Source: an optimization exercise on an open RTL-to-GDS flow (aim: small area and a short achievable clock period). Production flows keep margins and buffers that such runs may drop.
In this exercise RTL edits were held to simulation tests only and were not proved equivalent to the original.

$ cat design/flow/config.mk
export PLATFORM = sky130hd
export DESIGN_NAME = arith_encoder
export DESIGN_NICKNAME = arith_encoder
export VERILOG_FILES = /design/flow/design.v
export SDC_FILE = /design/flow/constraint.sdc
export NUM_CORES = 4
export LEC_CHECK = 0
export ABC_AREA = 1
export CAP_MARGIN = 20
export CORE_MARGIN = 2
export CORE_UTILIZATION = 40
export SETUP_SLACK_MARGIN = 2.5
export SLEW_MARGIN = 20
$ cat design/flow/standard.sh
#!/bin/bash
# synth_recipe.tcl (not shown) runs the flow's synth.tcl, then flattens the netlist and writes it again
# the make line also repeats each setting of config.mk as NAME=value (left out here)
make -C /OpenROAD-flow-scripts/flow DESIGN_CONFIG=/design/flow/config.mk WORK_HOME=/design/flow/orfs CLKGATE_MAP_FILE= SYNTH_SCRIPT=/design/flow/synth_recipe.tcl "${@:-finish}"
$ cat design/flow/design.v
`timescale 1ns/1ps
module pipeline_control (
  input  logic general_clk,
  input  logic reset,
  input  logic in_valid,
  output logic out_valid
);
  logic v1, v2;
  always_ff @(posedge general_clk) begin
    if (reset) begin
      v1 <= 1'b0;
      v2 <= 1'b0;
    end else begin
      v1 <= in_valid;
      v2 <= v1;
    end
  end
  assign out_valid = v2;
endmodule
`timescale 1ns/1ps
module probability_stage (
  input  logic        general_clk,
  input  logic        reset,
  input  logic        in_valid,
  input  logic [15:0] fl,
  input  logic [15:0] fh,
  input  logic [3:0]  symbol,
  input  logic [4:0]  nsyms,
  input  logic        bool_mode,
  output logic        p_x,
  output logic        p_en,
  output logic        p_z,
  output logic        p_s,         
  output logic [9:0]  p_m2n,       
  output logic [5:0]  p_k,
  output logic [9:0]  p_nn,       
  output logic [4:0]  p_o2
);
  logic        vin;
  logic [9:0]  fl6, fh6;
  logic        first, sel_a, sel_c, sel_q;
  logic [5:0]  kd;        
  logic [4:0]  kdiff;     
  logic        kpos;
  logic [9:0]  m_p, m_q;
  logic [5:0]  k_next;
  assign vin   = in_valid & ~reset;
  assign fl6   = fl[15:6];
  assign fh6   = fh[15:6];
  assign first = (fl == 16'h8000);
  assign sel_a = vin & bool_mode & symbol[0];
  assign sel_c = vin & ~bool_mode & ~first;
  assign sel_q = vin & ~(bool_mode & symbol[0]);    
  assign kd    = {1'b0, nsyms} - {2'b00, symbol};
  assign kpos  = ~kd[5] & (kd[4:0] != 5'd0);
  assign kdiff = kd[5] ? 5'd0 : kd[4:0];
  assign m_p = sel_a ? fh6 : (sel_c ? fl6 : 10'd512);
  assign m_q = sel_q ? fh6 : 10'd0;
  always_comb begin
    if (sel_a)          k_next = 6'd1;
    else if (sel_c)     k_next = {5'd0, kpos};
    else if (!vin)      k_next = 6'd0;
    else if (bool_mode) k_next = 6'h3f;
    else if (kpos)      k_next = 6'd1 - {1'b0, kdiff};
    else                k_next = 6'd0;
  end
  always_ff @(posedge general_clk) begin
    p_x  <= ~sel_a & ~sel_c;
    p_z  <= ~sel_a & ~sel_c;
    p_en <= sel_q & fh6[0] & ~(sel_c & fl6[0]);
    {p_s, p_m2n} <= ({1'b0, m_p} - {1'b0, m_q}) ^ 11'h3ff;    
    p_k  <= k_next;
    p_nn  <= ~(sel_c ? fl6 : fh6);    
    p_o2 <= sel_c ? kdiff : 5'd1;
  end
endmodule
`timescale 1ns/1ps
module interval_update (
  input  logic        general_clk,
  input  logic        reset,
  input  logic        p_x,
  input  logic        p_en,
  input  logic        p_z,
  input  logic        p_s,         
  input  logic [9:0]  p_m2n,       
  input  logic [5:0]  p_k,
  input  logic [9:0]  p_nn,        
  input  logic [4:0]  p_o2,
  output logic [15:0] range_q,
  output logic [3:0]  d_q,
  output logic [15:0] add_next
);
  logic [7:0]  r8;
  logic [16:0] sum2;
  logic [16:0] sum2n;
  logic [15:0] raw;
  logic [15:0] rn;
  assign r8 = range_q[15:8];
  assign rn = ~range_q;
  wire [7:0] r8n = rn[15:8];
  wire lt_1, lt_2;
  assign lt_1 = (r8[7] & ~p_m2n[0]) ^ (r8[6] & ~p_m2n[1]);
  assign lt_2 = (r8[7] & ~p_m2n[0]) & (r8[6] & ~p_m2n[1]);
  wire lt_3, lt_4;
  assign lt_3 = (r8[7] & ~p_m2n[1]) ^ (r8[6] & ~p_m2n[2]) ^ (r8[5] & ~p_m2n[3]);
  assign lt_4 = ((r8[7] & ~p_m2n[1]) & (r8[6] & ~p_m2n[2])) | ((r8[7] & ~p_m2n[1]) & (r8[5] & ~p_m2n[3])) | ((r8[6] & ~p_m2n[2]) & (r8[5] & ~p_m2n[3]));
  wire lt_5, lt_6;
  assign lt_5 = (r8[7] & ~p_m2n[2]) ^ (r8[6] & ~p_m2n[3]);
  assign lt_6 = (r8[7] & ~p_m2n[2]) & (r8[6] & ~p_m2n[3]);
  wire lt_7, lt_8;
  assign lt_7 = (r8[7] & ~p_m2n[3]) ^ (r8[6] & ~p_m2n[4]) ^ (r8[5] & ~p_m2n[5]);
  assign lt_8 = ((r8[7] & ~p_m2n[3]) & (r8[6] & ~p_m2n[4])) | ((r8[7] & ~p_m2n[3]) & (r8[5] & ~p_m2n[5])) | ((r8[6] & ~p_m2n[4]) & (r8[5] & ~p_m2n[5]));
  wire lt_9, lt_10;
  assign lt_9 = (r8[4] & ~p_m2n[0]) ^ (r8[3] & ~p_m2n[1]);
  assign lt_10 = (r8[4] & ~p_m2n[0]) & (r8[3] & ~p_m2n[1]);
  wire lt_11, lt_12;
  assign lt_11 = (r8[5] & ~p_m2n[0]) ^ (r8[4] & ~p_m2n[1]) ^ (r8[3] & ~p_m2n[2]);
  assign lt_12 = ((r8[5] & ~p_m2n[0]) & (r8[4] & ~p_m2n[1])) | ((r8[5] & ~p_m2n[0]) & (r8[3] & ~p_m2n[2])) | ((r8[4] & ~p_m2n[1]) & (r8[3] & ~p_m2n[2]));
  wire lt_13, lt_14;
  assign lt_13 = (r8[2] & ~p_m2n[3]) ^ (r8[1] & ~p_m2n[4]);
  assign lt_14 = (r8[2] & ~p_m2n[3]) & (r8[1] & ~p_m2n[4]);
  wire lt_15, lt_16;
  assign lt_15 = (r8[6] & ~p_m2n[0]) ^ (r8[5] & ~p_m2n[1]) ^ (r8[4] & ~p_m2n[2]);
  assign lt_16 = ((r8[6] & ~p_m2n[0]) & (r8[5] & ~p_m2n[1])) | ((r8[6] & ~p_m2n[0]) & (r8[4] & ~p_m2n[2])) | ((r8[5] & ~p_m2n[1]) & (r8[4] & ~p_m2n[2]));
  wire lt_17, lt_18;
  assign lt_17 = (r8[3] & ~p_m2n[3]) ^ (r8[2] & ~p_m2n[4]) ^ (r8[1] & ~p_m2n[5]);
  assign lt_18 = ((r8[3] & ~p_m2n[3]) & (r8[2] & ~p_m2n[4])) | ((r8[3] & ~p_m2n[3]) & (r8[1] & ~p_m2n[5])) | ((r8[2] & ~p_m2n[4]) & (r8[1] & ~p_m2n[5]));
  wire lt_19, lt_20;
  assign lt_19 = (r8[0] & ~p_m2n[6]) ^ (range_q[5] & p_x);
  assign lt_20 = (r8[0] & ~p_m2n[6]) & (range_q[5] & p_x);
  wire lt_21, lt_22;
  assign lt_21 = (r8[5] & ~p_m2n[2]) ^ (r8[4] & ~p_m2n[3]) ^ (r8[3] & ~p_m2n[4]);
  assign lt_22 = ((r8[5] & ~p_m2n[2]) & (r8[4] & ~p_m2n[3])) | ((r8[5] & ~p_m2n[2]) & (r8[3] & ~p_m2n[4])) | ((r8[4] & ~p_m2n[3]) & (r8[3] & ~p_m2n[4]));
  wire lt_23, lt_24;
  assign lt_23 = (r8[2] & ~p_m2n[5]) ^ (r8[1] & ~p_m2n[6]) ^ (r8[0] & ~p_m2n[7]);
  assign lt_24 = ((r8[2] & ~p_m2n[5]) & (r8[1] & ~p_m2n[6])) | ((r8[2] & ~p_m2n[5]) & (r8[0] & ~p_m2n[7])) | ((r8[1] & ~p_m2n[6]) & (r8[0] & ~p_m2n[7]));
  wire lt_25, lt_26;
  assign lt_25 = (range_q[6] & p_x) ^ p_k[4] ^ lt_1;
  assign lt_26 = ((range_q[6] & p_x) & p_k[4]) | ((range_q[6] & p_x) & lt_1) | (p_k[4] & lt_1);
  wire lt_27, lt_28;
  assign lt_27 = (r8[4] & ~p_m2n[4]) ^ (r8[3] & ~p_m2n[5]) ^ (r8[2] & ~p_m2n[6]);
  assign lt_28 = ((r8[4] & ~p_m2n[4]) & (r8[3] & ~p_m2n[5])) | ((r8[4] & ~p_m2n[4]) & (r8[2] & ~p_m2n[6])) | ((r8[3] & ~p_m2n[5]) & (r8[2] & ~p_m2n[6]));
  wire lt_29, lt_30;
  assign lt_29 = (r8[1] & ~p_m2n[7]) ^ (r8[0] & ~p_m2n[8]) ^ (range_q[7] & p_x);
  assign lt_30 = ((r8[1] & ~p_m2n[7]) & (r8[0] & ~p_m2n[8])) | ((r8[1] & ~p_m2n[7]) & (range_q[7] & p_x)) | ((r8[0] & ~p_m2n[8]) & (range_q[7] & p_x));
  wire lt_31, lt_32;
  assign lt_31 = p_k[5] ^ lt_3 ^ lt_2;
  assign lt_32 = (p_k[5] & lt_3) | (p_k[5] & lt_2) | (lt_3 & lt_2);
  wire lt_33, lt_34;
  assign lt_33 = (r8[5] & ~p_m2n[4]) ^ (r8[4] & ~p_m2n[5]) ^ (r8[3] & ~p_m2n[6]);
  assign lt_34 = ((r8[5] & ~p_m2n[4]) & (r8[4] & ~p_m2n[5])) | ((r8[5] & ~p_m2n[4]) & (r8[3] & ~p_m2n[6])) | ((r8[4] & ~p_m2n[5]) & (r8[3] & ~p_m2n[6]));
  wire lt_35, lt_36;
  assign lt_35 = (r8[2] & ~p_m2n[7]) ^ (r8[1] & ~p_m2n[8]) ^ (r8[0] & ~p_m2n[9]);
  assign lt_36 = ((r8[2] & ~p_m2n[7]) & (r8[1] & ~p_m2n[8])) | ((r8[2] & ~p_m2n[7]) & (r8[0] & ~p_m2n[9])) | ((r8[1] & ~p_m2n[8]) & (r8[0] & ~p_m2n[9]));
  wire lt_37, lt_38;
  assign lt_37 = p_k[5] ^ lt_5 ^ lt_4;
  assign lt_38 = (p_k[5] & lt_5) | (p_k[5] & lt_4) | (lt_5 & lt_4);
  wire lt_39, lt_40;
  assign lt_39 = (r8[4] & ~p_m2n[6]) ^ (r8[3] & ~p_m2n[7]) ^ (r8[2] & ~p_m2n[8]);
  assign lt_40 = ((r8[4] & ~p_m2n[6]) & (r8[3] & ~p_m2n[7])) | ((r8[4] & ~p_m2n[6]) & (r8[2] & ~p_m2n[8])) | ((r8[3] & ~p_m2n[7]) & (r8[2] & ~p_m2n[8]));
  wire lt_41, lt_42;
  assign lt_41 = (r8[1] & ~p_m2n[9]) ^ (p_s & r8n[0]) ^ p_s;
  assign lt_42 = ((r8[1] & ~p_m2n[9]) & (p_s & r8n[0])) | ((r8[1] & ~p_m2n[9]) & p_s) | ((p_s & r8n[0]) & p_s);
  wire lt_43, lt_44;
  assign lt_43 = p_k[5] ^ lt_7 ^ lt_6;
  assign lt_44 = (p_k[5] & lt_7) | (p_k[5] & lt_6) | (lt_7 & lt_6);
  wire lt_45, lt_46;
  assign lt_45 = (r8[7] & ~p_m2n[4]) ^ (r8[6] & ~p_m2n[5]) ^ (r8[5] & ~p_m2n[6]);
  assign lt_46 = ((r8[7] & ~p_m2n[4]) & (r8[6] & ~p_m2n[5])) | ((r8[7] & ~p_m2n[4]) & (r8[5] & ~p_m2n[6])) | ((r8[6] & ~p_m2n[5]) & (r8[5] & ~p_m2n[6]));
  wire lt_47, lt_48;
  assign lt_47 = (r8[4] & ~p_m2n[7]) ^ (r8[3] & ~p_m2n[8]) ^ (r8[2] & ~p_m2n[9]);
  assign lt_48 = ((r8[4] & ~p_m2n[7]) & (r8[3] & ~p_m2n[8])) | ((r8[4] & ~p_m2n[7]) & (r8[2] & ~p_m2n[9])) | ((r8[3] & ~p_m2n[8]) & (r8[2] & ~p_m2n[9]));
  wire lt_49, lt_50;
  assign lt_49 = (p_s & r8n[1]) ^ p_k[5] ^ lt_8;
  assign lt_50 = ((p_s & r8n[1]) & p_k[5]) | ((p_s & r8n[1]) & lt_8) | (p_k[5] & lt_8);
  wire lt_51, lt_52;
  assign lt_51 = (r8[7] & ~p_m2n[5]) ^ (r8[6] & ~p_m2n[6]) ^ (r8[5] & ~p_m2n[7]);
  assign lt_52 = ((r8[7] & ~p_m2n[5]) & (r8[6] & ~p_m2n[6])) | ((r8[7] & ~p_m2n[5]) & (r8[5] & ~p_m2n[7])) | ((r8[6] & ~p_m2n[6]) & (r8[5] & ~p_m2n[7]));
  wire lt_53, lt_54;
  assign lt_53 = (r8[4] & ~p_m2n[8]) ^ (r8[3] & ~p_m2n[9]) ^ (p_s & r8n[2]);
  assign lt_54 = ((r8[4] & ~p_m2n[8]) & (r8[3] & ~p_m2n[9])) | ((r8[4] & ~p_m2n[8]) & (p_s & r8n[2])) | ((r8[3] & ~p_m2n[9]) & (p_s & r8n[2]));
  wire lt_55, lt_56;
  assign lt_55 = (r8[7] & ~p_m2n[6]) ^ (r8[6] & ~p_m2n[7]) ^ (r8[5] & ~p_m2n[8]);
  assign lt_56 = ((r8[7] & ~p_m2n[6]) & (r8[6] & ~p_m2n[7])) | ((r8[7] & ~p_m2n[6]) & (r8[5] & ~p_m2n[8])) | ((r8[6] & ~p_m2n[7]) & (r8[5] & ~p_m2n[8]));
  wire lt_57, lt_58;
  assign lt_57 = (r8[3] & ~p_m2n[0]) ^ (r8[2] & ~p_m2n[1]) ^ (r8[1] & ~p_m2n[2]);
  assign lt_58 = ((r8[3] & ~p_m2n[0]) & (r8[2] & ~p_m2n[1])) | ((r8[3] & ~p_m2n[0]) & (r8[1] & ~p_m2n[2])) | ((r8[2] & ~p_m2n[1]) & (r8[1] & ~p_m2n[2]));
  wire lt_59, lt_60;
  assign lt_59 = (r8[2] & ~p_m2n[2]) ^ (r8[1] & ~p_m2n[3]) ^ (r8[0] & ~p_m2n[4]);
  assign lt_60 = ((r8[2] & ~p_m2n[2]) & (r8[1] & ~p_m2n[3])) | ((r8[2] & ~p_m2n[2]) & (r8[0] & ~p_m2n[4])) | ((r8[1] & ~p_m2n[3]) & (r8[0] & ~p_m2n[4]));
  wire lt_61, lt_62;
  assign lt_61 = (range_q[3] & p_x) ^ p_k[1];
  assign lt_62 = (range_q[3] & p_x) & p_k[1];
  wire lt_63, lt_64;
  assign lt_63 = (r8[0] & ~p_m2n[5]) ^ (range_q[4] & p_x) ^ p_k[2];
  assign lt_64 = ((r8[0] & ~p_m2n[5]) & (range_q[4] & p_x)) | ((r8[0] & ~p_m2n[5]) & p_k[2]) | ((range_q[4] & p_x) & p_k[2]);
  wire lt_65, lt_66;
  assign lt_65 = lt_11 ^ lt_13 ^ lt_10;
  assign lt_66 = (lt_11 & lt_13) | (lt_11 & lt_10) | (lt_13 & lt_10);
  wire lt_67, lt_68;
  assign lt_67 = p_k[3] ^ lt_15 ^ lt_17;
  assign lt_68 = (p_k[3] & lt_15) | (p_k[3] & lt_17) | (lt_15 & lt_17);
  wire lt_69, lt_70;
  assign lt_69 = lt_19 ^ lt_12 ^ lt_14;
  assign lt_70 = (lt_19 & lt_12) | (lt_19 & lt_14) | (lt_12 & lt_14);
  wire lt_71, lt_72;
  assign lt_71 = lt_21 ^ lt_23 ^ lt_25;
  assign lt_72 = (lt_21 & lt_23) | (lt_21 & lt_25) | (lt_23 & lt_25);
  wire lt_73, lt_74;
  assign lt_73 = lt_16 ^ lt_18 ^ lt_20;
  assign lt_74 = (lt_16 & lt_18) | (lt_16 & lt_20) | (lt_18 & lt_20);
  wire lt_75, lt_76;
  assign lt_75 = lt_27 ^ lt_29 ^ lt_31;
  assign lt_76 = (lt_27 & lt_29) | (lt_27 & lt_31) | (lt_29 & lt_31);
  wire lt_77, lt_78;
  assign lt_77 = lt_22 ^ lt_24 ^ lt_26;
  assign lt_78 = (lt_22 & lt_24) | (lt_22 & lt_26) | (lt_24 & lt_26);
  wire lt_79, lt_80;
  assign lt_79 = lt_33 ^ lt_35 ^ lt_37;
  assign lt_80 = (lt_33 & lt_35) | (lt_33 & lt_37) | (lt_35 & lt_37);
  wire lt_81, lt_82;
  assign lt_81 = lt_28 ^ lt_30 ^ lt_32;
  assign lt_82 = (lt_28 & lt_30) | (lt_28 & lt_32) | (lt_30 & lt_32);
  wire lt_83, lt_84;
  assign lt_83 = lt_39 ^ lt_41 ^ lt_43;
  assign lt_84 = (lt_39 & lt_41) | (lt_39 & lt_43) | (lt_41 & lt_43);
  wire lt_85, lt_86;
  assign lt_85 = lt_34 ^ lt_36 ^ lt_38;
  assign lt_86 = (lt_34 & lt_36) | (lt_34 & lt_38) | (lt_36 & lt_38);
  wire lt_87, lt_88;
  assign lt_87 = lt_45 ^ lt_47 ^ lt_49;
  assign lt_88 = (lt_45 & lt_47) | (lt_45 & lt_49) | (lt_47 & lt_49);
  wire lt_89, lt_90;
  assign lt_89 = lt_40 ^ lt_42 ^ lt_44;
  assign lt_90 = (lt_40 & lt_42) | (lt_40 & lt_44) | (lt_42 & lt_44);
  wire lt_91, lt_92;
  assign lt_91 = p_k[5] ^ lt_51 ^ lt_53;
  assign lt_92 = (p_k[5] & lt_51) | (p_k[5] & lt_53) | (lt_51 & lt_53);
  wire lt_93, lt_94;
  assign lt_93 = lt_46 ^ lt_48 ^ lt_50;
  assign lt_94 = (lt_46 & lt_48) | (lt_46 & lt_50) | (lt_48 & lt_50);
  wire lt_95, lt_96;
  assign lt_95 = (r8[4] & ~p_m2n[9]) ^ (p_s & r8n[3]) ^ p_k[5];
  assign lt_96 = ((r8[4] & ~p_m2n[9]) & (p_s & r8n[3])) | ((r8[4] & ~p_m2n[9]) & p_k[5]) | ((p_s & r8n[3]) & p_k[5]);
  wire lt_97, lt_98;
  assign lt_97 = lt_55 ^ lt_52 ^ lt_54;
  assign lt_98 = (lt_55 & lt_52) | (lt_55 & lt_54) | (lt_52 & lt_54);
  wire lt_99, lt_100;
  assign lt_99 = (r8[7] & ~p_m2n[7]) ^ (r8[6] & ~p_m2n[8]) ^ (r8[5] & ~p_m2n[9]);
  assign lt_100 = ((r8[7] & ~p_m2n[7]) & (r8[6] & ~p_m2n[8])) | ((r8[7] & ~p_m2n[7]) & (r8[5] & ~p_m2n[9])) | ((r8[6] & ~p_m2n[8]) & (r8[5] & ~p_m2n[9]));
  wire lt_101, lt_102;
  assign lt_101 = (p_s & r8n[4]) ^ p_k[5] ^ lt_56;
  assign lt_102 = ((p_s & r8n[4]) & p_k[5]) | ((p_s & r8n[4]) & lt_56) | (p_k[5] & lt_56);
  wire lt_103, lt_104;
  assign lt_103 = (r8[7] & ~p_m2n[8]) ^ (r8[6] & ~p_m2n[9]) ^ (p_s & r8n[5]);
  assign lt_104 = ((r8[7] & ~p_m2n[8]) & (r8[6] & ~p_m2n[9])) | ((r8[7] & ~p_m2n[8]) & (p_s & r8n[5])) | ((r8[6] & ~p_m2n[9]) & (p_s & r8n[5]));
  wire lt_105, lt_106;
  assign lt_105 = (r8[1] & ~p_m2n[0]) ^ (r8[0] & ~p_m2n[1]);
  assign lt_106 = (r8[1] & ~p_m2n[0]) & (r8[0] & ~p_m2n[1]);
  wire lt_107, lt_108;
  assign lt_107 = (r8[2] & ~p_m2n[0]) ^ (r8[1] & ~p_m2n[1]) ^ (r8[0] & ~p_m2n[2]);
  assign lt_108 = ((r8[2] & ~p_m2n[0]) & (r8[1] & ~p_m2n[1])) | ((r8[2] & ~p_m2n[0]) & (r8[0] & ~p_m2n[2])) | ((r8[1] & ~p_m2n[1]) & (r8[0] & ~p_m2n[2]));
  wire lt_109, lt_110;
  assign lt_109 = (r8[0] & ~p_m2n[3]) ^ (range_q[2] & p_x) ^ p_k[0];
  assign lt_110 = ((r8[0] & ~p_m2n[3]) & (range_q[2] & p_x)) | ((r8[0] & ~p_m2n[3]) & p_k[0]) | ((range_q[2] & p_x) & p_k[0]);
  wire lt_111, lt_112;
  assign lt_111 = lt_9 ^ lt_59 ^ lt_61;
  assign lt_112 = (lt_9 & lt_59) | (lt_9 & lt_61) | (lt_59 & lt_61);
  wire lt_113, lt_114;
  assign lt_113 = lt_63 ^ lt_65 ^ lt_60;
  assign lt_114 = (lt_63 & lt_65) | (lt_63 & lt_60) | (lt_65 & lt_60);
  wire lt_115, lt_116;
  assign lt_115 = lt_67 ^ lt_69 ^ lt_64;
  assign lt_116 = (lt_67 & lt_69) | (lt_67 & lt_64) | (lt_69 & lt_64);
  wire lt_117, lt_118;
  assign lt_117 = lt_71 ^ lt_73 ^ lt_68;
  assign lt_118 = (lt_71 & lt_73) | (lt_71 & lt_68) | (lt_73 & lt_68);
  wire lt_119, lt_120;
  assign lt_119 = lt_75 ^ lt_77 ^ lt_72;
  assign lt_120 = (lt_75 & lt_77) | (lt_75 & lt_72) | (lt_77 & lt_72);
  wire lt_121, lt_122;
  assign lt_121 = lt_79 ^ lt_81 ^ lt_76;
  assign lt_122 = (lt_79 & lt_81) | (lt_79 & lt_76) | (lt_81 & lt_76);
  wire lt_123, lt_124;
  assign lt_123 = lt_83 ^ lt_85 ^ lt_80;
  assign lt_124 = (lt_83 & lt_85) | (lt_83 & lt_80) | (lt_85 & lt_80);
  wire lt_125, lt_126;
  assign lt_125 = lt_87 ^ lt_89 ^ lt_84;
  assign lt_126 = (lt_87 & lt_89) | (lt_87 & lt_84) | (lt_89 & lt_84);
  wire lt_127, lt_128;
  assign lt_127 = lt_91 ^ lt_93 ^ lt_88;
  assign lt_128 = (lt_91 & lt_93) | (lt_91 & lt_88) | (lt_93 & lt_88);
  wire lt_129, lt_130;
  assign lt_129 = lt_95 ^ lt_97 ^ lt_92;
  assign lt_130 = (lt_95 & lt_97) | (lt_95 & lt_92) | (lt_97 & lt_92);
  wire lt_131, lt_132;
  assign lt_131 = lt_99 ^ lt_101 ^ lt_96;
  assign lt_132 = (lt_99 & lt_101) | (lt_99 & lt_96) | (lt_101 & lt_96);
  wire lt_133, lt_134;
  assign lt_133 = p_k[5] ^ lt_103 ^ lt_100;
  assign lt_134 = (p_k[5] & lt_103) | (p_k[5] & lt_100) | (lt_103 & lt_100);
  wire lt_135, lt_136;
  assign lt_135 = (r8[7] & ~p_m2n[9]) ^ (p_s & r8n[6]) ^ p_k[5];
  assign lt_136 = ((r8[7] & ~p_m2n[9]) & (p_s & r8n[6])) | ((r8[7] & ~p_m2n[9]) & p_k[5]) | ((p_s & r8n[6]) & p_k[5]);
  wire lt_137, lt_138;
  assign lt_137 = (range_q[0] & p_x) ^ (p_en & r8[0]);
  assign lt_138 = (range_q[0] & p_x) & (p_en & r8[0]);
  wire lt_139, lt_140;
  assign lt_139 = (range_q[1] & p_x) ^ lt_107 ^ lt_106;
  assign lt_140 = ((range_q[1] & p_x) & lt_107) | ((range_q[1] & p_x) & lt_106) | (lt_107 & lt_106);
  wire lt_141, lt_142;
  assign lt_141 = lt_57 ^ lt_109 ^ lt_108;
  assign lt_142 = (lt_57 & lt_109) | (lt_57 & lt_108) | (lt_109 & lt_108);
  wire lt_143, lt_144;
  assign lt_143 = lt_58 ^ lt_111 ^ lt_110;
  assign lt_144 = (lt_58 & lt_111) | (lt_58 & lt_110) | (lt_111 & lt_110);
  wire lt_145, lt_146;
  assign lt_145 = lt_62 ^ lt_113 ^ lt_112;
  assign lt_146 = (lt_62 & lt_113) | (lt_62 & lt_112) | (lt_113 & lt_112);
  wire lt_147, lt_148;
  assign lt_147 = lt_66 ^ lt_115 ^ lt_114;
  assign lt_148 = (lt_66 & lt_115) | (lt_66 & lt_114) | (lt_115 & lt_114);
  wire lt_149, lt_150;
  assign lt_149 = lt_70 ^ lt_117 ^ lt_116;
  assign lt_150 = (lt_70 & lt_117) | (lt_70 & lt_116) | (lt_117 & lt_116);
  wire lt_151, lt_152;
  assign lt_151 = lt_74 ^ lt_119 ^ lt_118;
  assign lt_152 = (lt_74 & lt_119) | (lt_74 & lt_118) | (lt_119 & lt_118);
  wire lt_153, lt_154;
  assign lt_153 = lt_78 ^ lt_121 ^ lt_120;
  assign lt_154 = (lt_78 & lt_121) | (lt_78 & lt_120) | (lt_121 & lt_120);
  wire lt_155, lt_156;
  assign lt_155 = lt_82 ^ lt_123 ^ lt_122;
  assign lt_156 = (lt_82 & lt_123) | (lt_82 & lt_122) | (lt_123 & lt_122);
  wire lt_157, lt_158;
  assign lt_157 = lt_86 ^ lt_125 ^ lt_124;
  assign lt_158 = (lt_86 & lt_125) | (lt_86 & lt_124) | (lt_125 & lt_124);
  wire lt_159, lt_160;
  assign lt_159 = lt_90 ^ lt_127 ^ lt_126;
  assign lt_160 = (lt_90 & lt_127) | (lt_90 & lt_126) | (lt_127 & lt_126);
  wire lt_161, lt_162;
  assign lt_161 = lt_94 ^ lt_129 ^ lt_128;
  assign lt_162 = (lt_94 & lt_129) | (lt_94 & lt_128) | (lt_129 & lt_128);
  wire lt_163, lt_164;
  assign lt_163 = lt_98 ^ lt_131 ^ lt_130;
  assign lt_164 = (lt_98 & lt_131) | (lt_98 & lt_130) | (lt_131 & lt_130);
  wire lt_165, lt_166;
  assign lt_165 = lt_102 ^ lt_133 ^ lt_132;
  assign lt_166 = (lt_102 & lt_133) | (lt_102 & lt_132) | (lt_133 & lt_132);
  wire lt_167, lt_168;
  assign lt_167 = lt_104 ^ lt_135 ^ lt_134;
  assign lt_168 = (lt_104 & lt_135) | (lt_104 & lt_134) | (lt_135 & lt_134);
  wire [16:0] lt_a, lt_b;
  assign lt_a = {lt_167, lt_165, lt_163, lt_161, lt_159, lt_157, lt_155, lt_153, lt_151, lt_149, lt_147, lt_145, lt_143, lt_141, lt_139, lt_105, 1'b0};
  assign lt_b = {lt_166, lt_164, lt_162, lt_160, lt_158, lt_156, lt_154, lt_152, lt_150, lt_148, lt_146, lt_144, lt_142, lt_140, lt_138, lt_137, 1'b0};
  assign sum2 = lt_a + lt_b;
  assign raw  = sum2[16:1];
  wire at_1, at_2;
  assign at_1 = rn[6] ^ p_o2[4];
  assign at_2 = rn[6] & p_o2[4];
  wire at_3, at_4;
  assign at_3 = rn[7] ^ (r8[7] & ~p_nn[1]);
  assign at_4 = rn[7] & (r8[7] & ~p_nn[1]);
  wire at_5, at_6;
  assign at_5 = rn[8] ^ (r8[7] & ~p_nn[2]);
  assign at_6 = rn[8] & (r8[7] & ~p_nn[2]);
  wire at_7, at_8;
  assign at_7 = rn[3] ^ p_o2[1];
  assign at_8 = rn[3] & p_o2[1];
  wire at_9, at_10;
  assign at_9 = rn[4] ^ p_o2[2] ^ (r8[5] & ~p_nn[0]);
  assign at_10 = (rn[4] & p_o2[2]) | (rn[4] & (r8[5] & ~p_nn[0])) | (p_o2[2] & (r8[5] & ~p_nn[0]));
  wire at_11, at_12;
  assign at_11 = (r8[4] & ~p_nn[1]) ^ (r8[3] & ~p_nn[2]);
  assign at_12 = (r8[4] & ~p_nn[1]) & (r8[3] & ~p_nn[2]);
  wire at_13, at_14;
  assign at_13 = rn[5] ^ p_o2[3] ^ (r8[6] & ~p_nn[0]);
  assign at_14 = (rn[5] & p_o2[3]) | (rn[5] & (r8[6] & ~p_nn[0])) | (p_o2[3] & (r8[6] & ~p_nn[0]));
  wire at_15, at_16;
  assign at_15 = (r8[5] & ~p_nn[1]) ^ (r8[4] & ~p_nn[2]) ^ (r8[3] & ~p_nn[3]);
  assign at_16 = ((r8[5] & ~p_nn[1]) & (r8[4] & ~p_nn[2])) | ((r8[5] & ~p_nn[1]) & (r8[3] & ~p_nn[3])) | ((r8[4] & ~p_nn[2]) & (r8[3] & ~p_nn[3]));
  wire at_17, at_18;
  assign at_17 = (r8[2] & ~p_nn[4]) ^ (r8[1] & ~p_nn[5]);
  assign at_18 = (r8[2] & ~p_nn[4]) & (r8[1] & ~p_nn[5]);
  wire at_19, at_20;
  assign at_19 = (r8[7] & ~p_nn[0]) ^ (r8[6] & ~p_nn[1]) ^ (r8[5] & ~p_nn[2]);
  assign at_20 = ((r8[7] & ~p_nn[0]) & (r8[6] & ~p_nn[1])) | ((r8[7] & ~p_nn[0]) & (r8[5] & ~p_nn[2])) | ((r8[6] & ~p_nn[1]) & (r8[5] & ~p_nn[2]));
  wire at_21, at_22;
  assign at_21 = (r8[4] & ~p_nn[3]) ^ (r8[3] & ~p_nn[4]) ^ (r8[2] & ~p_nn[5]);
  assign at_22 = ((r8[4] & ~p_nn[3]) & (r8[3] & ~p_nn[4])) | ((r8[4] & ~p_nn[3]) & (r8[2] & ~p_nn[5])) | ((r8[3] & ~p_nn[4]) & (r8[2] & ~p_nn[5]));
  wire at_23, at_24;
  assign at_23 = (r8[1] & ~p_nn[6]) ^ (r8[0] & ~p_nn[7]) ^ at_1;
  assign at_24 = ((r8[1] & ~p_nn[6]) & (r8[0] & ~p_nn[7])) | ((r8[1] & ~p_nn[6]) & at_1) | ((r8[0] & ~p_nn[7]) & at_1);
  wire at_25, at_26;
  assign at_25 = (r8[6] & ~p_nn[2]) ^ (r8[5] & ~p_nn[3]) ^ (r8[4] & ~p_nn[4]);
  assign at_26 = ((r8[6] & ~p_nn[2]) & (r8[5] & ~p_nn[3])) | ((r8[6] & ~p_nn[2]) & (r8[4] & ~p_nn[4])) | ((r8[5] & ~p_nn[3]) & (r8[4] & ~p_nn[4]));
  wire at_27, at_28;
  assign at_27 = (r8[3] & ~p_nn[5]) ^ (r8[2] & ~p_nn[6]) ^ (r8[1] & ~p_nn[7]);
  assign at_28 = ((r8[3] & ~p_nn[5]) & (r8[2] & ~p_nn[6])) | ((r8[3] & ~p_nn[5]) & (r8[1] & ~p_nn[7])) | ((r8[2] & ~p_nn[6]) & (r8[1] & ~p_nn[7]));
  wire at_29, at_30;
  assign at_29 = (r8[0] & ~p_nn[8]) ^ at_3 ^ at_2;
  assign at_30 = ((r8[0] & ~p_nn[8]) & at_3) | ((r8[0] & ~p_nn[8]) & at_2) | (at_3 & at_2);
  wire at_31, at_32;
  assign at_31 = (r8[6] & ~p_nn[3]) ^ (r8[5] & ~p_nn[4]) ^ (r8[4] & ~p_nn[5]);
  assign at_32 = ((r8[6] & ~p_nn[3]) & (r8[5] & ~p_nn[4])) | ((r8[6] & ~p_nn[3]) & (r8[4] & ~p_nn[5])) | ((r8[5] & ~p_nn[4]) & (r8[4] & ~p_nn[5]));
  wire at_33, at_34;
  assign at_33 = (r8[3] & ~p_nn[6]) ^ (r8[2] & ~p_nn[7]) ^ (r8[1] & ~p_nn[8]);
  assign at_34 = ((r8[3] & ~p_nn[6]) & (r8[2] & ~p_nn[7])) | ((r8[3] & ~p_nn[6]) & (r8[1] & ~p_nn[8])) | ((r8[2] & ~p_nn[7]) & (r8[1] & ~p_nn[8]));
  wire at_35, at_36;
  assign at_35 = (r8[0] & ~p_nn[9]) ^ at_5 ^ at_4;
  assign at_36 = ((r8[0] & ~p_nn[9]) & at_5) | ((r8[0] & ~p_nn[9]) & at_4) | (at_5 & at_4);
  wire at_37, at_38;
  assign at_37 = rn[9] ^ (r8[7] & ~p_nn[3]) ^ (r8[6] & ~p_nn[4]);
  assign at_38 = (rn[9] & (r8[7] & ~p_nn[3])) | (rn[9] & (r8[6] & ~p_nn[4])) | ((r8[7] & ~p_nn[3]) & (r8[6] & ~p_nn[4]));
  wire at_39, at_40;
  assign at_39 = (r8[5] & ~p_nn[5]) ^ (r8[4] & ~p_nn[6]) ^ (r8[3] & ~p_nn[7]);
  assign at_40 = ((r8[5] & ~p_nn[5]) & (r8[4] & ~p_nn[6])) | ((r8[5] & ~p_nn[5]) & (r8[3] & ~p_nn[7])) | ((r8[4] & ~p_nn[6]) & (r8[3] & ~p_nn[7]));
  wire at_41, at_42;
  assign at_41 = (r8[2] & ~p_nn[8]) ^ (r8[1] & ~p_nn[9]) ^ at_6;
  assign at_42 = ((r8[2] & ~p_nn[8]) & (r8[1] & ~p_nn[9])) | ((r8[2] & ~p_nn[8]) & at_6) | ((r8[1] & ~p_nn[9]) & at_6);
  wire at_43, at_44;
  assign at_43 = rn[10] ^ (r8[7] & ~p_nn[4]) ^ (r8[6] & ~p_nn[5]);
  assign at_44 = (rn[10] & (r8[7] & ~p_nn[4])) | (rn[10] & (r8[6] & ~p_nn[5])) | ((r8[7] & ~p_nn[4]) & (r8[6] & ~p_nn[5]));
  wire at_45, at_46;
  assign at_45 = (r8[5] & ~p_nn[6]) ^ (r8[4] & ~p_nn[7]) ^ (r8[3] & ~p_nn[8]);
  assign at_46 = ((r8[5] & ~p_nn[6]) & (r8[4] & ~p_nn[7])) | ((r8[5] & ~p_nn[6]) & (r8[3] & ~p_nn[8])) | ((r8[4] & ~p_nn[7]) & (r8[3] & ~p_nn[8]));
  wire at_47, at_48;
  assign at_47 = rn[11] ^ (r8[7] & ~p_nn[5]) ^ (r8[6] & ~p_nn[6]);
  assign at_48 = (rn[11] & (r8[7] & ~p_nn[5])) | (rn[11] & (r8[6] & ~p_nn[6])) | ((r8[7] & ~p_nn[5]) & (r8[6] & ~p_nn[6]));
  wire at_49, at_50;
  assign at_49 = rn[2] ^ p_o2[0] ^ (r8[3] & ~p_nn[0]);
  assign at_50 = (rn[2] & p_o2[0]) | (rn[2] & (r8[3] & ~p_nn[0])) | (p_o2[0] & (r8[3] & ~p_nn[0]));
  wire at_51, at_52;
  assign at_51 = (r8[4] & ~p_nn[0]) ^ (r8[3] & ~p_nn[1]) ^ (r8[2] & ~p_nn[2]);
  assign at_52 = ((r8[4] & ~p_nn[0]) & (r8[3] & ~p_nn[1])) | ((r8[4] & ~p_nn[0]) & (r8[2] & ~p_nn[2])) | ((r8[3] & ~p_nn[1]) & (r8[2] & ~p_nn[2]));
  wire at_53, at_54;
  assign at_53 = (r8[1] & ~p_nn[3]) ^ (r8[0] & ~p_nn[4]);
  assign at_54 = (r8[1] & ~p_nn[3]) & (r8[0] & ~p_nn[4]);
  wire at_55, at_56;
  assign at_55 = (r8[2] & ~p_nn[3]) ^ (r8[1] & ~p_nn[4]) ^ (r8[0] & ~p_nn[5]);
  assign at_56 = ((r8[2] & ~p_nn[3]) & (r8[1] & ~p_nn[4])) | ((r8[2] & ~p_nn[3]) & (r8[0] & ~p_nn[5])) | ((r8[1] & ~p_nn[4]) & (r8[0] & ~p_nn[5]));
  wire at_57, at_58;
  assign at_57 = at_9 ^ at_11 ^ at_8;
  assign at_58 = (at_9 & at_11) | (at_9 & at_8) | (at_11 & at_8);
  wire at_59, at_60;
  assign at_59 = (r8[0] & ~p_nn[6]) ^ at_13 ^ at_15;
  assign at_60 = ((r8[0] & ~p_nn[6]) & at_13) | ((r8[0] & ~p_nn[6]) & at_15) | (at_13 & at_15);
  wire at_61, at_62;
  assign at_61 = at_17 ^ at_10 ^ at_12;
  assign at_62 = (at_17 & at_10) | (at_17 & at_12) | (at_10 & at_12);
  wire at_63, at_64;
  assign at_63 = at_19 ^ at_21 ^ at_23;
  assign at_64 = (at_19 & at_21) | (at_19 & at_23) | (at_21 & at_23);
  wire at_65, at_66;
  assign at_65 = at_14 ^ at_16 ^ at_18;
  assign at_66 = (at_14 & at_16) | (at_14 & at_18) | (at_16 & at_18);
  wire at_67, at_68;
  assign at_67 = at_25 ^ at_27 ^ at_29;
  assign at_68 = (at_25 & at_27) | (at_25 & at_29) | (at_27 & at_29);
  wire at_69, at_70;
  assign at_69 = at_20 ^ at_22 ^ at_24;
  assign at_70 = (at_20 & at_22) | (at_20 & at_24) | (at_22 & at_24);
  wire at_71, at_72;
  assign at_71 = at_31 ^ at_33 ^ at_35;
  assign at_72 = (at_31 & at_33) | (at_31 & at_35) | (at_33 & at_35);
  wire at_73, at_74;
  assign at_73 = at_26 ^ at_28 ^ at_30;
  assign at_74 = (at_26 & at_28) | (at_26 & at_30) | (at_28 & at_30);
  wire at_75, at_76;
  assign at_75 = at_37 ^ at_39 ^ at_41;
  assign at_76 = (at_37 & at_39) | (at_37 & at_41) | (at_39 & at_41);
  wire at_77, at_78;
  assign at_77 = at_32 ^ at_34 ^ at_36;
  assign at_78 = (at_32 & at_34) | (at_32 & at_36) | (at_34 & at_36);
  wire at_79, at_80;
  assign at_79 = (r8[2] & ~p_nn[9]) ^ at_43 ^ at_45;
  assign at_80 = ((r8[2] & ~p_nn[9]) & at_43) | ((r8[2] & ~p_nn[9]) & at_45) | (at_43 & at_45);
  wire at_81, at_82;
  assign at_81 = at_38 ^ at_40 ^ at_42;
  assign at_82 = (at_38 & at_40) | (at_38 & at_42) | (at_40 & at_42);
  wire at_83, at_84;
  assign at_83 = (r8[5] & ~p_nn[7]) ^ (r8[4] & ~p_nn[8]) ^ (r8[3] & ~p_nn[9]);
  assign at_84 = ((r8[5] & ~p_nn[7]) & (r8[4] & ~p_nn[8])) | ((r8[5] & ~p_nn[7]) & (r8[3] & ~p_nn[9])) | ((r8[4] & ~p_nn[8]) & (r8[3] & ~p_nn[9]));
  wire at_85, at_86;
  assign at_85 = at_47 ^ at_44 ^ at_46;
  assign at_86 = (at_47 & at_44) | (at_47 & at_46) | (at_44 & at_46);
  wire at_87, at_88;
  assign at_87 = rn[12] ^ (r8[7] & ~p_nn[6]) ^ (r8[6] & ~p_nn[7]);
  assign at_88 = (rn[12] & (r8[7] & ~p_nn[6])) | (rn[12] & (r8[6] & ~p_nn[7])) | ((r8[7] & ~p_nn[6]) & (r8[6] & ~p_nn[7]));
  wire at_89, at_90;
  assign at_89 = (r8[5] & ~p_nn[8]) ^ (r8[4] & ~p_nn[9]) ^ at_48;
  assign at_90 = ((r8[5] & ~p_nn[8]) & (r8[4] & ~p_nn[9])) | ((r8[5] & ~p_nn[8]) & at_48) | ((r8[4] & ~p_nn[9]) & at_48);
  wire at_91, at_92;
  assign at_91 = rn[13] ^ (r8[7] & ~p_nn[7]) ^ (r8[6] & ~p_nn[8]);
  assign at_92 = (rn[13] & (r8[7] & ~p_nn[7])) | (rn[13] & (r8[6] & ~p_nn[8])) | ((r8[7] & ~p_nn[7]) & (r8[6] & ~p_nn[8]));
  wire at_93, at_94;
  assign at_93 = rn[1] ^ (r8[2] & ~p_nn[0]);
  assign at_94 = rn[1] & (r8[2] & ~p_nn[0]);
  wire at_95, at_96;
  assign at_95 = (r8[2] & ~p_nn[1]) ^ (r8[1] & ~p_nn[2]) ^ (r8[0] & ~p_nn[3]);
  assign at_96 = ((r8[2] & ~p_nn[1]) & (r8[1] & ~p_nn[2])) | ((r8[2] & ~p_nn[1]) & (r8[0] & ~p_nn[3])) | ((r8[1] & ~p_nn[2]) & (r8[0] & ~p_nn[3]));
  wire at_97, at_98;
  assign at_97 = at_7 ^ at_51 ^ at_53;
  assign at_98 = (at_7 & at_51) | (at_7 & at_53) | (at_51 & at_53);
  wire at_99, at_100;
  assign at_99 = at_55 ^ at_57 ^ at_52;
  assign at_100 = (at_55 & at_57) | (at_55 & at_52) | (at_57 & at_52);
  wire at_101, at_102;
  assign at_101 = at_59 ^ at_61 ^ at_56;
  assign at_102 = (at_59 & at_61) | (at_59 & at_56) | (at_61 & at_56);
  wire at_103, at_104;
  assign at_103 = at_63 ^ at_65 ^ at_60;
  assign at_104 = (at_63 & at_65) | (at_63 & at_60) | (at_65 & at_60);
  wire at_105, at_106;
  assign at_105 = at_67 ^ at_69 ^ at_64;
  assign at_106 = (at_67 & at_69) | (at_67 & at_64) | (at_69 & at_64);
  wire at_107, at_108;
  assign at_107 = at_71 ^ at_73 ^ at_68;
  assign at_108 = (at_71 & at_73) | (at_71 & at_68) | (at_73 & at_68);
  wire at_109, at_110;
  assign at_109 = at_75 ^ at_77 ^ at_72;
  assign at_110 = (at_75 & at_77) | (at_75 & at_72) | (at_77 & at_72);
  wire at_111, at_112;
  assign at_111 = at_79 ^ at_81 ^ at_76;
  assign at_112 = (at_79 & at_81) | (at_79 & at_76) | (at_81 & at_76);
  wire at_113, at_114;
  assign at_113 = at_83 ^ at_85 ^ at_80;
  assign at_114 = (at_83 & at_85) | (at_83 & at_80) | (at_85 & at_80);
  wire at_115, at_116;
  assign at_115 = at_87 ^ at_89 ^ at_84;
  assign at_116 = (at_87 & at_89) | (at_87 & at_84) | (at_89 & at_84);
  wire at_117, at_118;
  assign at_117 = (r8[5] & ~p_nn[9]) ^ at_91 ^ at_88;
  assign at_118 = ((r8[5] & ~p_nn[9]) & at_91) | ((r8[5] & ~p_nn[9]) & at_88) | (at_91 & at_88);
  wire at_119, at_120;
  assign at_119 = rn[14] ^ (r8[7] & ~p_nn[8]) ^ (r8[6] & ~p_nn[9]);
  assign at_120 = (rn[14] & (r8[7] & ~p_nn[8])) | (rn[14] & (r8[6] & ~p_nn[9])) | ((r8[7] & ~p_nn[8]) & (r8[6] & ~p_nn[9]));
  wire at_121, at_122;
  assign at_121 = rn[0] ^ (r8[1] & ~p_nn[0]);
  assign at_122 = rn[0] & (r8[1] & ~p_nn[0]);
  wire at_123, at_124;
  assign at_123 = (r8[1] & ~p_nn[1]) ^ (r8[0] & ~p_nn[2]) ^ at_93;
  assign at_124 = ((r8[1] & ~p_nn[1]) & (r8[0] & ~p_nn[2])) | ((r8[1] & ~p_nn[1]) & at_93) | ((r8[0] & ~p_nn[2]) & at_93);
  wire at_125, at_126;
  assign at_125 = at_49 ^ at_95 ^ at_94;
  assign at_126 = (at_49 & at_95) | (at_49 & at_94) | (at_95 & at_94);
  wire at_127, at_128;
  assign at_127 = at_50 ^ at_97 ^ at_96;
  assign at_128 = (at_50 & at_97) | (at_50 & at_96) | (at_97 & at_96);
  wire at_129, at_130;
  assign at_129 = at_54 ^ at_99 ^ at_98;
  assign at_130 = (at_54 & at_99) | (at_54 & at_98) | (at_99 & at_98);
  wire at_131, at_132;
  assign at_131 = at_58 ^ at_101 ^ at_100;
  assign at_132 = (at_58 & at_101) | (at_58 & at_100) | (at_101 & at_100);
  wire at_133, at_134;
  assign at_133 = at_62 ^ at_103 ^ at_102;
  assign at_134 = (at_62 & at_103) | (at_62 & at_102) | (at_103 & at_102);
  wire at_135, at_136;
  assign at_135 = at_66 ^ at_105 ^ at_104;
  assign at_136 = (at_66 & at_105) | (at_66 & at_104) | (at_105 & at_104);
  wire at_137, at_138;
  assign at_137 = at_70 ^ at_107 ^ at_106;
  assign at_138 = (at_70 & at_107) | (at_70 & at_106) | (at_107 & at_106);
  wire at_139, at_140;
  assign at_139 = at_74 ^ at_109 ^ at_108;
  assign at_140 = (at_74 & at_109) | (at_74 & at_108) | (at_109 & at_108);
  wire at_141, at_142;
  assign at_141 = at_78 ^ at_111 ^ at_110;
  assign at_142 = (at_78 & at_111) | (at_78 & at_110) | (at_111 & at_110);
  wire at_143, at_144;
  assign at_143 = at_82 ^ at_113 ^ at_112;
  assign at_144 = (at_82 & at_113) | (at_82 & at_112) | (at_113 & at_112);
  wire at_145, at_146;
  assign at_145 = at_86 ^ at_115 ^ at_114;
  assign at_146 = (at_86 & at_115) | (at_86 & at_114) | (at_115 & at_114);
  wire at_147, at_148;
  assign at_147 = at_90 ^ at_117 ^ at_116;
  assign at_148 = (at_90 & at_117) | (at_90 & at_116) | (at_117 & at_116);
  wire at_149, at_150;
  assign at_149 = at_92 ^ at_119 ^ at_118;
  assign at_150 = (at_92 & at_119) | (at_92 & at_118) | (at_119 & at_118);
  wire at_151, at_152;
  assign at_151 = rn[15] ^ (r8[7] & ~p_nn[9]) ^ at_120;
  assign at_152 = (rn[15] & (r8[7] & ~p_nn[9])) | (rn[15] & at_120) | ((r8[7] & ~p_nn[9]) & at_120);
  wire [16:0] at_a, at_b;
  assign at_a = {at_151, at_149, at_147, at_145, at_143, at_141, at_139, at_137, at_135, at_133, at_131, at_129, at_127, at_125, at_123, (r8[0] & ~p_nn[1]), 1'b0};
  assign at_b = {at_150, at_148, at_146, at_144, at_142, at_140, at_138, at_136, at_134, at_132, at_130, at_128, at_126, at_124, at_122, at_121, 1'b0};
  assign sum2n    = at_a + at_b;
  assign add_next = ~(sum2n[16:1] | {16{p_z}});
  logic        z8, z4, z2, z1, raw_zero;
  logic [15:0] t1, t2, t3, range_next;
  logic [3:0]  d_next;
  assign z8 = ~|raw[15:8];
  assign t1 = z8 ? {raw[7:0], 8'd0} : raw;
  assign z4 = ~|t1[15:12];
  assign t2 = z4 ? {t1[11:0], 4'd0} : t1;
  assign z2 = ~|t2[15:14];
  assign t3 = z2 ? {t2[13:0], 2'd0} : t2;
  assign z1 = ~t3[15];
  assign range_next = z1 ? {t3[14:0], 1'b0} : t3;
  assign raw_zero = ~|raw;
  assign d_next = (raw_zero | reset) ? 4'd0 : {z8, z4, z2, z1};
  always_ff @(posedge general_clk) begin
    if (reset) range_q <= 16'd32768;
    else       range_q <= range_next;
    d_q <= d_next;
  end
endmodule
`timescale 1ns/1ps
module renormalizer (
  input  logic        general_clk,
  input  logic        reset,
  input  logic [15:0] add_next,
  input  logic [3:0]  d_q,
  output logic [23:0] low_out,
  output logic [4:0]  cnt_out,
  output logic [1:0]  bit_flag,
  output logic [15:0] out_bit_1,
  output logic [15:0] out_bit_2
);
  logic [23:0] sum_q;
  logic [3:0]  cq;
  logic [4:0]  e_sum;        
  logic        emit1, emit2;
  logic [2:0]  f_sum;        
  logic [23:0] low_shl;
  logic [23:0] low_next;
  logic [23:0] sum_next;
  logic [3:0]  cq_next;
  logic [7:0]  keep_hi;
  logic [24:0] win_src;
  logic [23:0] win;
  assign e_sum = {1'b0, cq} + {1'b0, d_q};
  assign emit1 = e_sum >= 5'd9;
  assign emit2 = e_sum >= 5'd17;
  assign f_sum = e_sum[2:0] - 3'd1;    
  always_comb begin
    case (f_sum)
      3'd0: keep_hi = 8'h00;
      3'd1: keep_hi = 8'h01;
      3'd2: keep_hi = 8'h03;
      3'd3: keep_hi = 8'h07;
      3'd4: keep_hi = 8'h0f;
      3'd5: keep_hi = 8'h1f;
      3'd6: keep_hi = 8'h3f;
      default: keep_hi = 8'h7f;
    endcase
    if (!emit1) keep_hi = 8'hff;
  end
  assign low_shl  = sum_q << d_q;
  assign low_next = low_shl & {keep_hi, 16'hffff};
  assign cq_next  = emit1 ? {1'b0, f_sum} + 4'd1 : e_sum[3:0];
  assign sum_next = low_next + {8'd0, add_next};
  assign win_src = {sum_q, 1'b0};
  assign win     = 24'(win_src >> cq);
  always_ff @(posedge general_clk) begin
    if (reset) begin
      sum_q <= '0;
      cq    <= '0;
    end else begin
      sum_q <= sum_next;
      cq    <= cq_next;
    end
  end
  assign low_out   = low_next;
  assign cnt_out   = {1'b0, cq_next} - 5'd9;
  assign bit_flag  = {emit2, emit1 & ~emit2};
  assign out_bit_1 = win[23:8];
  assign out_bit_2 = {8'd0, win[7:0]};
endmodule
`timescale 1ns/1ps
module arith_encoder #(
  parameter int SYMBOL_WIDTH = 4
) (
  input  logic                    general_clk,
  input  logic                    reset,
  input  logic                    in_valid,
  input  logic [15:0]             fl,
  input  logic [15:0]             fh,
  input  logic [SYMBOL_WIDTH-1:0] symbol,
  input  logic [SYMBOL_WIDTH:0]   nsyms,
  input  logic                    bool_mode,
  output logic                    out_valid,
  output logic [15:0]             range_out,
  output logic [23:0]             low_out,
  output logic [4:0]              cnt_out,
  output logic [1:0]              bit_flag,
  output logic [15:0]             out_bit_1,
  output logic [15:0]             out_bit_2
);
  logic        p_x, p_en, p_z;
  logic        p_s;
  logic [9:0]  p_m2n;
  logic [5:0]  p_k;
  logic [9:0]  p_nn;
  logic [4:0]  p_o2;
  logic [15:0] add_next;
  logic [3:0]  d_q;
  pipeline_control u_control (
    .general_clk (general_clk),
    .reset       (reset),
    .in_valid    (in_valid),
    .out_valid   (out_valid)
  );
  probability_stage u_stage_1 (
    .general_clk (general_clk),
    .reset       (reset),
    .in_valid    (in_valid),
    .fl          (fl),
    .fh          (fh),
    .symbol      (symbol),
    .nsyms       (nsyms),
    .bool_mode   (bool_mode),
    .p_x         (p_x),
    .p_en        (p_en),
    .p_z         (p_z),
    .p_s         (p_s),
    .p_m2n       (p_m2n),
    .p_k         (p_k),
    .p_nn         (p_nn),
    .p_o2        (p_o2)
  );
  interval_update u_stage_2 (
    .general_clk (general_clk),
    .reset       (reset),
    .p_x         (p_x),
    .p_en        (p_en),
    .p_z         (p_z),
    .p_s         (p_s),
    .p_m2n       (p_m2n),
    .p_k         (p_k),
    .p_nn         (p_nn),
    .p_o2        (p_o2),
    .range_q     (range_out),
    .d_q         (d_q),
    .add_next    (add_next)
  );
  renormalizer u_stage_3 (
    .general_clk (general_clk),
    .reset       (reset),
    .add_next    (add_next),
    .d_q         (d_q),
    .low_out     (low_out),
    .cnt_out     (cnt_out),
    .bit_flag    (bit_flag),
    .out_bit_1   (out_bit_1),
    .out_bit_2   (out_bit_2)
  );
endmodule
$ cat design/flow/constraint.sdc
create_clock -name core_clock -period 9.0 [get_ports {general_clk}]
set_input_delay 1.8000 -clock core_clock [delete_from_list [all_inputs] [get_ports {general_clk}]]
set_output_delay 1.8000 -clock core_clock [all_outputs]
set_load 0.01 [all_outputs]
$ cat design/flow/flow/run.sh
#!/bin/bash
# The standard layout with three changes: synthesis skips the quick ABC pass
# inside Yosys's synth (the final ABC mapping still runs), adders use Yosys's
# Sklansky carry network instead of Kogge-Stone, and the ports get the
# smallest buffer instead of the delay buffer that buffer_ports picks by
# default. All output goes to run_standard.log in this folder; ORFS keeps its
# own logs under orfs/logs.
set -euo pipefail
export SYNTH_ARGS="-noabc"
export SYNTH_OPERATIONS_ARGS="-extra-map +/choices/sklansky.v"
export BUFFER_PORTS_ARGS="-buffer_cell sky130_fd_sc_hd__buf_1"
bash standard.sh > run_standard.log 2>&1
==> impl_metrics.yaml, run 1 <==
timing:
  worstMarginPinSlew_ns: 0.9987
  post-route-period-util_pct: 68.01
  fmax_mhz: 163.4
  tns_ns: 0
  setup_viol: 0
  slew_headroom_pct: 33.33
  skew_ns: 0.006311
  rsz0062_at_grt: "yes"
  period_needed_ns: 6.121
  hold_viol: 0
  finalMaxSlewViolations: 0
logic_synthesis:
  ys_async_sr_fraction_pct: 0
  yosys-mux-area-fraction_pct: 1.384
  synth_top_family_by_area: "adder cells"
  syn_inst: 1716
  yosys.cell_types.count: 52
  synth_compound_area_share_pct: 10.96
  synth-xor-area-share_pct: 2.066
  ys_seq_elements: 84
  synth-adder-area-share_pct: 35.41
  synth_edf_count: 0
  yosys.area_share.simple_pct: 25.46
  avgSynthCellArea_um2: 7.166
  synth-main-ff-cell: "dfxtp_1"
  yosys_warnings: 4
  synth_seq_area_share_pct: 13.68
  synth_area_um2: 12300
clock_network:
  clockBufferDepth: 2
  cts_tree: "yes"
  clock_sinks: 84
  cts_made_buffers: 9
  htreeDepth: 3
  cts_root_buf: "clkbuf_16"
  clk_pin_slew_worst_paths_ns: 0.07
  clock_latency_ns: 0.35
route:
  finalWirelength_um: 32730
  first_pass_iters: 5
  drtAntennaViolNets: 0
  viasPerCell: 4.975
  first_iter_violations: 609
  via_count: 10820
  wl_per_cell_um: 15.05
  route.detailed.drc: 0
worst_hold_path:
  hold_path.class: "flop to flop"
  min_to: "u_control.v2"
  min_from: "u_control.v1"
  whs_path_depth: 2
finish:
  fin_nets: 2071
  fin_util_pct: 43.91
  n_antenna_cell: 0
  area_growth_pct: 8.659
  drive_above_1_share_pct: 5.902
  layout_common_cells: "nand2_1, nor2_1, inv_1, fa_1, o21ai_0"
  layout_commonest_cell: "nand2_1"
setup_path:
  startpoint: "u_stage_2.range_q[13]"
  worstRegToRegCells: 30
  r2r_start: "u_stage_2.range_q[13]"
  path_max_fanout: 19
  cp_num_buf_inv: 7
  cp.depth: 30
  reg2reg_to: "u_stage_2.range_q[5]"
  r2r_setup_slack_ns: 2.88
  cp_common_cell: "fa_1"
  cpLargestDelayFamily: "adder cells"
  critical_path_required_ns: 9.29
  cp.arrival_ns: 6.41
  slowest_delay_ns: 0.57
  criticalPathCategory: "flop to flop"
  start_kind: "flop"
  crit_path_end_kind: "flop"
  slowest_stage: "fa_1"
outcome:
  status: "complete, no violations"
placed_design:
  gp_congestion: 0.8735
  hpwl_um: 26350
  io_buffer_count: 110
global_route:
  grt_antenna_before_repair: 0
  grt_util_all_layers_pct: 20.80
  grt_pass1_wl_um: 52720
  grt_max_degree: 48
  grt_pass1_vias: 10659
  gr-total-overflow: 0
job:
  maxCapViolCount: 0
floorplanning:
  initial_core_util_pct: 40.41
  io_pins: 125
  die_h_um: 179.3
  die_x_um: 179.3
  rows: 64
  coreArea_um2: 30430
  dieArea_um2: 32160
synthesized netlist by cell type, types with 2 or more instances:
cell type / count / area share (%)
nand2_1: 413 / 13
nor2_1: 250 / 7.6
inv_1: 216 / 6.6
fa_1: 160 / 26
o21ai_0: 155 / 6.3
ha_1: 92 / 9.4
dfxtp_1: 84 / 14
a21oi_1: 50 / 2.0
clkbuf_1: 47 / 1.4
nand3_1: 42 / 1.7
buf_4: 26 / 1.6
xor2_1: 19 / 1.4
mux2i_1: 17 / 1.4
buf_2: 13 / 0.53
o211ai_1: 13 / 0.79
or2_2: 10 / 0.51
xnor2_1: 10 / 0.71
buf_1: 7 / 0.21
nand2_4: 7 / 0.64
a31oi_1: 6 / 0.31
inv_2: 6 / 0.18
nand2_2: 6 / 0.31
o21ai_1: 6 / 0.24
clkinv_1: 5 / 0.15
nor2_4: 5 / 0.46
nor4_1: 5 / 0.25
a21o_1: 4 / 0.24
and2_1: 4 / 0.20
nand4_1: 4 / 0.20
nor3_1: 4 / 0.16
buf_6: 3 / 0.27
nand3_2: 3 / 0.24
o21bai_1: 3 / 0.18
a211oi_1: 2 / 0.12
nor3b_1: 2 / 0.12
cell families (layout without fill, tap and decap cells):
kind of cell / after synthesis / count (layout)
multiplexers: 17 / 17
XOR/XNOR: 29 / 29
AO/OA/AOI/OAI: 249 / 249
AND/OR/NAND/NOR: 760 / 761
flip-flops: 84 / 84
adder cells (fa/ha/maj): 252 / 252
other: 1 / 8
buffers and inverters: 324 / 379
state kept, by name, indices dropped and copies added, names as in the netlist:
name and count:
u_stage_3.sum_q 24, u_stage_2.range_q 16, u_stage_1.p_m2n 10, u_stage_1.p_nn 10
u_stage_1.p_k 6, u_stage_1.p_o2 5, u_stage_2.d_q 4, u_stage_3.cq 4
u_control.v1 1, u_control.v2 1, u_stage_1.p_en 1, u_stage_1.p_s 1
u_stage_1.p_x 1
area by class of cell:
| cell class | instances | area, um2 |
|---|---|---|
| clock buffers | 9 | 225.2 |
| clock inverters | 7 | 73.82 |
| fillers | 3190 | 17070 |
| inverters | 228 | 890.9 |
| multi-input cells | 1316 | 9355 |
| flip-flops and latches | 84 | 1692 |
| well taps | 396 | 495.5 |
| repair buffers | 132 | 614.3 |
| repair inverters | 3 | 15.01 |
layer usage:
layer  vias up  wire length [um]  track usage (%)
li1       5417                 -                -
met4         0               556            5.847
met3        27              1237            1.962
met2       258             16610            38.01
met1      5118             14330            26.07
met5         -                 0                0
worst max path at each step:
| stage | endpoint |
|---|---|
| 2_1_floorplan | u_stage_2.range_q[2] |
| 3_3_place_gp | u_stage_3.sum_q[22] |
| 3_5_place_dp | u_stage_3.sum_q[22] |
| 4_1_cts | u_stage_3.sum_q[22] |
| 5_1_grt | u_stage_3.sum_q[22] |
| 6_report | u_stage_2.range_q[5] |
worst reg2reg max path: cells and delay by family (launching register included):
family          cells  cell delay, ns
compound gates      2            0.35
xor+xnor            1            0.17
fa+ha+maj           7            3.11
buf+inv             7            0.84
flops               1            0.33
simple gates       13            1.27
per-stage QoR:
step	hold WS [ns]	instances	setup WS, ns	instance area (um2)
2_1_floorplan	0.3883	1723	2.889	12320
3_3_place_gp	0.4781	2142	2.152	12800
3_5_place_dp	0.4595	2142	2.075	12800
4_1_cts	0.4611	2162	2.486	13160
5_1_grt	0.4939	2175	2.481	13360
6_report	0.4618	2175	2.879	13360
timing repair:
action | CTS | global route
resized for setup | 8 | 24
cloned | 1 | 3
hold buffers | 0 | 0
buffers inserted | 3 | 10
pin swaps | 1 | 7
setup endpoints to repair | 27 | 28
==> run 2: changes to the inputs <==
--- a/design/flow/config.mk
+++ b/design/flow/config.mk
@@ -9,5 +9,6 @@
 export CAP_MARGIN = 20
 export CORE_MARGIN = 2
 export CORE_UTILIZATION = 40
-export SETUP_SLACK_MARGIN = 2.5
+export CTS_BUF_LIST = sky130_fd_sc_hd__clkbuf_4 sky130_fd_sc_hd__clkbuf_8
+export SETUP_SLACK_MARGIN = 2.9
 export SLEW_MARGIN = 20
==> run 2 against run 1 <==
Effect of this change:
- non-clock buffer count up 25
- core utilization is 0.89 points higher
- die area unchanged
- global-route usage rose by 0.36 points
- largest cell class unchanged
==> impl_metrics.yaml, run 2 <==
outcome:
  status: "complete, no violations"
clock_network:
  clk_pin_slew_worst_paths_ns: 0.10
  cts_made_buffers: 9
  hold_buffers: 0
  clock_latency_ns: 0.38
  clock_sinks: 84
  clockBufferDepth: 2
  cts_tree: "yes"
  htreeDepth: 3
  cts_root_buf: "clkbuf_8"
finish:
  fin_util_pct: 44.80
  layout_common_cells: "nand2_1, nor2_1, inv_1, fa_1, o21ai_0"
  drive_above_1_share_pct: 8.814
  top_register: "u_stage_3.sum_q"
  n_antenna_cell: 0
  largest_reg_flops: 24
  fin_nets: 2096
  top_regs: "u_stage_3.sum_q x24, u_stage_2.range_q x16"
  area_growth_pct: 10.86
  nFillCells: 3134
  fin_cells: 2200
  layout_commonest_cell: "nand2_1"
timing:
  hold_viol: 0
  finalMaxSlewViolations: 0
  tns_ns: 0
  skew_ns: 0.01303
  hold_ws_ns: 0.5000
  post-route-period-util_pct: 64.22
  worstMarginPinSlew_ns: 0.8009
  setup_viol: 0
  rsz0062_at_grt: "no"
  period_needed_ns: 5.779
  slew_headroom_pct: 46.55
  fmax_mhz: 173.0
logic_synthesis:
  avgSynthCellArea_um2: 7.166
  yosys.area.top_type: "fa_1"
  synth_common_cells: "nand2_1, nor2_1, inv_1, fa_1, o21ai_0"
  synth_compound_area_share_pct: 10.96
  yosys_warnings: 4
  synth-xor-area-share_pct: 2.066
  synth_edf_count: 0
  yosys-mux-area-fraction_pct: 1.384
  yosys.area_share.simple_pct: 25.46
  synth-adder-area-share_pct: 35.41
  syn_inst: 1716
  synth_top_area_share_pct: 26.05
  synth-main-ff-cell: "dfxtp_1"
  ys_seq_elements: 84
  yosys.cell_types.count: 52
  synth_top_family_by_area: "adder cells"
  synth_seq_area_share_pct: 13.68
  ys_async_sr_fraction_pct: 0
  synth_area_um2: 12300
  synth_area_leaders: "fa_1, dfxtp_1, nand2_1, ha_1, nor2_1"
  synth_most_common_cell: "nand2_1"
global_route:
  grt_pass1_wl_um: 53400
  grt_pass1_vias: 10737
  gr-usage-met1_pct: 25.95
  grt_antenna_before_repair: 0
  gr-total-overflow: 0
  grt_busiest_layer: "met2"
  grt_util_all_layers_pct: 21.16
  grtUsageMet2_pct: 37.61
  grtUsageMet3_pct: 3.038
  grt_max_degree: 48
floorplanning:
  die_x_um: 179.3
  dieArea_um2: 32160
  initial_core_util_pct: 40.41
  die_h_um: 179.3
  coreArea_um2: 30430
  io_pins: 125
  rows: 64
setup_path:
  cp.arrival_ns: 6.09
  criticalPathCategory: "flop to flop"
  path_max_fanout: 9
  crit_path_end_kind: "flop"
  critical_path_required_ns: 9.31
  start_kind: "flop"
  slowest_stage: "fa_1"
  cp.depth: 29
  cpLargestDelayFamily: "adder cells"
  cp_num_buf_inv: 6
  slowest_delay_ns: 0.57
  worstRegToRegCells: 29
worst_hold_path:
  whs_path_depth: 2
  hold_path.class: "flop to flop"
placed_design:
  gp_congestion: 0.8712
  io_buffer_count: 110
  placed_cells: 2140
  hpwl_um: 26420
route:
  first_iter_violations: 590
  wl_per_cell_um: 15.18
  first_pass_iters: 5
  drtAntennaViolNets: 0
  route.detailed.drc: 0
  via_count: 10916
  finalWirelength_um: 33400
  viasPerCell: 4.962
job:
  maxCapViolCount: 0
## run 2: cell counts after synthesis
Identical to the previous run, type by type.
## run 2: per-stage QoR
step	instance area [um2]	worst slack [ns]
3_5_place_dp	12790	2.057
2_1_floorplan	12320	2.969
6_report	13630	3.221
4_1_cts	13250	2.912
5_1_grt	13630	2.878
3_3_place_gp	12790	2.107
## run 2: final timing paths
path,slack [ns],from,end
setup reg to reg,3.22,u_stage_2.range_q[13],u_stage_2.range_q[6]
hold reg to reg,0.50,u_control.v1,u_control.v2
hold / removal,0.50,u_control.v1,u_control.v2
setup / recovery,3.22,u_stage_2.range_q[13],u_stage_2.range_q[6]
## run 2: cell type report
cell class | instances | area (um2) | area share, %
sequential | 84 | 1710 | 12.55
inverter | 228 | 925.9 | 6.792
clock inverter | 7 | 66.31 | 0.4865
clock buffer | 9 | 123.9 | 0.9087
timing repair inverter | 4 | 27.53 | 0.2019
multi-input combinational | 1315 | 9443 | 69.27
timing repair buffer | 157 | 839.6 | 6.159
tap | 396 | 495.5 | 3.635
## run 2: per-layer routing
layer | vias to the layer above | wire (um)
met4 | 0 | 1154
li1 | 5472 | -
met2 | 271 | 16500
met1 | 5115 | 14180
met3 | 58 | 1565
met5 | - | 0
## run 2: timing repair
| action | 4_1_cts | 5_1_grt |
|---|---|---|
| resized for setup | 35 | 41 |
| buffers inserted | 15 | 24 |
| setup endpoints to repair | 33 | 31 |
| cloned | 3 | 2 |
| pin swaps | 6 | 30 |
## run 2: kinds of logic (layout without fill, tap and decap cells)
kind of cell             count (synthesis)  in the layout
flip-flops                              84             84
AO/OA/AOI/OAI                          249            249
multiplexers                            17             17
buffers and inverters                  324            405
other                                    1              8
XOR/XNOR                                29             29
AND/OR/NAND/NOR                        760            760
adder cells (fa/ha/maj)                252            252
## run 2: worst register-to-register path: cells and delay by family (launching register included)
kind,cells,cell delay (ns)
AND/OR/NAND/NOR,13,1.24
adder cells (fa/ha/maj),7,3.06
XOR/XNOR,1,0.18
buffers and inverters,6,0.54
AO/OA/AOI/OAI,2,0.33
flip-flops,1,0.37

## port drivers added, routing unchanged
Ports are ideal in the flow. The routed layouts listed here were re-timed in OpenROAD. Step 1 (the two cells are an assumption about what drives the block):
set clk [get_ports {general_clk}]
set_driving_cell -lib_cell sky130_fd_sc_hd__clkbuf_16 $clk
set_driving_cell -lib_cell sky130_fd_sc_hd__buf_2 [delete_from_list [all_inputs] $clk]
Step 2 moves the port delays by t, midway between the first and last clock arrival at a register: inputs arrive t later, outputs are due t later. That takes back most of the time a late clock gives input paths. Three values: ideal, step 1, step 2; two values: the first two.
| run | t (ns) | setup slack, ns | clock arrival spread, ns | worst slew at a driven data input, ns | pins driven straight from the clock port |
|---|---|---|---|---|---|
| run 1 | 0.398 | 2.879 / 2.879 / 2.801 | 0.008 / 0.008 | 0.04 | 1 |
| run 2 | 0.416 | 3.221 / 3.221 / 3.047 | 0.013 / 0.013 | 0.04 | 1 |
After both steps every run listed still meets setup and hold. For run 2, which loses most, drivers alone change the setup slack by 0.000 ns; drivers and shift together by -0.174 ns.
